Background: an optimization exercise with open tools, aiming at small area, a short achievable clock period and few clock cycles per item. Do not read the settings as production practice.
In this exercise RTL edits were held to simulation tests only and were not proved equivalent to the original.
Power figures rest on the tool's default switching activity, not on a simulated workload.

== job 7161 ==
## speaker_tone_frequency_meter_top
module speaker_tone_frequency_meter_top #(
  parameter int CYCLES_PER_SECOND = 3546900
) (
  input  logic            clk,
  input  logic            rst,
  input  logic            cmd_valid,
  output logic            cmd_stall,
  input  logic [1:0]      cmd_command,
  input  logic [7:0]      cmd_latch_data,
  input  logic [31:0]     cmd_cycle_time,
  output logic            res_valid,
  input  logic            res_stall,
  output logic [25:0]     res_tone_frequency,
  output logic [7:0]      res_latch_value,
  output logic [1:0]      res_video_mode
);
Size in the first run: roughly 1600 cells after synthesis, roughly 170 flip-flops, roughly 84 I/O pins, about 0.012 mm² of cells after synthesis.
==> flow/config.mk <==
export PLATFORM = sky130hd
export DESIGN_NAME = speaker_tone_frequency_meter_top
export DESIGN_NICKNAME = speaker_tone_frequency_meter_top
export VERILOG_FILES = /design/flow/design.v
export SDC_FILE = /design/flow/constraint.sdc
export NUM_CORES = 4
export LEC_CHECK = 0
export CAP_MARGIN = 20
export CORE_MARGIN = 2
export CORE_UTILIZATION = 40
export CTS_BUF_LIST = sky130_fd_sc_hd__clkbuf_4 sky130_fd_sc_hd__clkbuf_8
export CTS_CLUSTER_DIAMETER = 60
export CTS_CLUSTER_SIZE = 24
export SETUP_SLACK_MARGIN = 4.0
export SLEW_MARGIN = 20
==> flow/constraint.sdc <==
create_clock -name core_clock -period 8.0 [get_ports {clk}]
set_input_delay 1.6000 -clock core_clock [delete_from_list [all_inputs] [get_ports {clk}]]
set_output_delay 1.6000 -clock core_clock [all_outputs]
set_load 0.01 [all_outputs]
standard.sh (not shown) runs the stock make flow with config.mk's settings and CLKGATE_MAP_FILE= SYNTH_SCRIPT=/design/flow/synth_recipe.tcl, a recipe that flattens the netlist after the stock synthesis.
==> flow/flow/run.sh <==
#!/bin/bash
# The standard layout, with plain buffers (buf_2) as the port buffers that
# global placement inserts. Make's full output goes to make.log here; each
# ORFS step keeps its own log under orfs/logs/.
set -euo pipefail
bash standard.sh "BUFFER_PORTS_ARGS=-buffer_cell sky130_fd_sc_hd__buf_2" finish > make.log 2>&1
Testbench counts of job 7161, summed over its fixed seeds: cycles 14,295, items 8,330.
Relative to job 7161, the following input files were edited for job 8474:
- CTS_BUF_LIST: sky130_fd_sc_hd__clkbuf_4 sky130_fd_sc_hd__clkbuf_8 -> unset
- CTS_CLUSTER_SIZE: 24 -> unset
- SETUP_SLACK_MARGIN: 4.0 -> 3.5
- CTS_CLUSTER_DIAMETER: 60 -> unset
### Flow results
For job 8474, the critical path's slowest cell was a2111oi_0, unlike job 7161, where it was a21oi_2. Min number of nets in the final layout across job 7161 and job 8474: job 8474. Going from job 7161 to job 8474, setup slack of the most critical reg-to-reg path shrinks by 0.48 ns. Job 8474 ends up with higher leakage power total than job 7161 does. In job 8474 the combinational power share turned out 2.2 points lower than in job 7161. Of job 7161 and job 8474, the run reporting the lower fraction of power spent switching nets was job 8474.
## Diff of input files: job 2777 against job 8474
- SETUP_SLACK_MARGIN now 4.0, was 3.5
## What came out
Per the final summary, job 8474 finished and its layout is clean on timing, DRC and antenna.
Job 2777 went all the way through synthesis, placement and routing and the layout is clean on timing, DRC and antenna.
Going from job 8474 to job 2777, the layout overhead on the synthesized area was found to have gone up by 1.2 points.
Re non-clock buffer count: job 2777 and job 8474 aren't equal, and the lower value belongs to job 8474.
Taking job 8474 as the reference, in job 2777 maximum frequency saw an increase; die area saw little to no change; post-route clock period utilization saw a decrease; routed wire length saw little to no change.
Modified inputs, job 816 compared to job 2777
- an added CTS_CLUSTER_SIZE of 30
- an added CTS_BUF_LIST of sky130_fd_sc_hd__clkbuf_4 sky130_fd_sc_hd__clkbuf_8
- a change of SETUP_SLACK_MARGIN from 4.0 to 4.5
- an added CTS_CLUSTER_DIAMETER of 60
Results
- Part of the power in combinational logic in job 816 is 3.7 points higher than in job 2777
- Going from job 2777 to job 816, routability congestion estimate dropped about 2%; routed wire length +2300 µm; final cell area excluding filler cells shows an increase of 7.1%.
- A critical path's slowest cell of fa_1 is what job 2777 shows, while a21oi_4 belongs to job 816.

Setup of before:
speaker_tone_frequency_meter_top again, from the RTL that the note above started with.
make LEC_CHECK=0 CAP_MARGIN=20 CORE_MARGIN=2 CORE_UTILIZATION=40 CTS_BUF_LIST='sky130_fd_sc_hd__clkbuf_4 sky130_fd_sc_hd__clkbuf_8' CTS_CLUSTER_DIAMETER=60 CTS_CLUSTER_SIZE=30 SETUP_SLACK_MARGIN=4.5 SLEW_MARGIN=20 finish   # period 8.0 ns
run.sh (not shown) runs the stock make flow with config.mk's settings and CLKGATE_MAP_FILE= SYNTH_SCRIPT=/design/flow/synth_recipe.tcl, a recipe that flattens the netlist after the stock synthesis.
Stock flow here: none of the scripts above is used.
Testbench counts of before, summed over its fixed seeds: cycles 14,295, items 8,330.
diff inputs: before => after
Settings: removing CTS_CLUSTER_SIZE (formerly 30); removing CTS_BUF_LIST (formerly sky130_fd_sc_hd__clkbuf_4 sky130_fd_sc_hd__clkbuf_8); removing CTS_CLUSTER_DIAMETER (formerly 60).
==> flow/flow/run.sh (new file) <==
#!/bin/bash
# The standard layout, with plain buffers (buf_2) as the port buffers that
# global placement inserts. Make's full output goes to make.log here; each
# ORFS step keeps its own log under orfs/logs/.
set -euo pipefail
bash standard.sh "BUFFER_PORTS_ARGS=-buffer_cell sky130_fd_sc_hd__buf_2" finish > make.log 2>&1
==> flow/standard.sh (new file) <==
#!/bin/bash
# synth_recipe.tcl (not shown) runs the flow's synth.tcl, then flattens the netlist and writes it again
# the make line also repeats each setting of config.mk as NAME=value (left out here)
make -C /OpenROAD-flow-scripts/flow DESIGN_CONFIG=/design/flow/config.mk WORK_HOME=/design/flow/orfs CLKGATE_MAP_FILE= SYNTH_SCRIPT=/design/flow/synth_recipe.tcl "${@:-finish}"
removed: flow/run.sh
Results
after against before; total wirelength of the detailed-routed design is down by a few percent. Between before and after, the flow reports total power after layout increasing by a few percent. The proportion of cell area occupied by registers of after exceeds that of before by 0.80 points. Against before, after reports a global-route usage that is lower.

## what the ideal ports hide
In the flow no input, the clock included, has a driving cell. The finished layouts below were timed again as built, in two steps. Step 1 (the two cells are an assumption about what drives the block):
set clk [get_ports {clk}]
set_driving_cell -lib_cell sky130_fd_sc_hd__clkbuf_16 $clk
set_driving_cell -lib_cell sky130_fd_sc_hd__buf_2 [delete_from_list [all_inputs] $clk]
Step 2, shift: input delay + t, output delay - t, t = (earliest + latest rising clock arrival at the registers) / 2. This alone moves slack from input paths to output paths. Slacks: ideal ports / drivers / drivers and shift; pairs: ideal ports / drivers.
run	shift t [ns]	slack for setup (ns)	worst slew at a driven data input, ns	pins driven straight from the clock port
job 7161	0.550	4.197 / 4.178 / 3.741	0.03	1
job 8474	0.504	3.728 / 3.728 / 3.333	0.03	1
job 2777	0.496	4.182 / 4.178 / 3.724	0.03	1
job 816	0.538	4.359 / 4.321 / 4.017	0.05	1
before	0.540	4.398 / 4.358 / 4.004	0.05	1
after	0.497	4.351 / 4.314 / 4.047	0.05	1
After both steps setup and hold are still met in every run listed. The setup slack of job 2777, which loses most, moves by -0.004 ns with the drivers and by -0.458 ns with both steps.
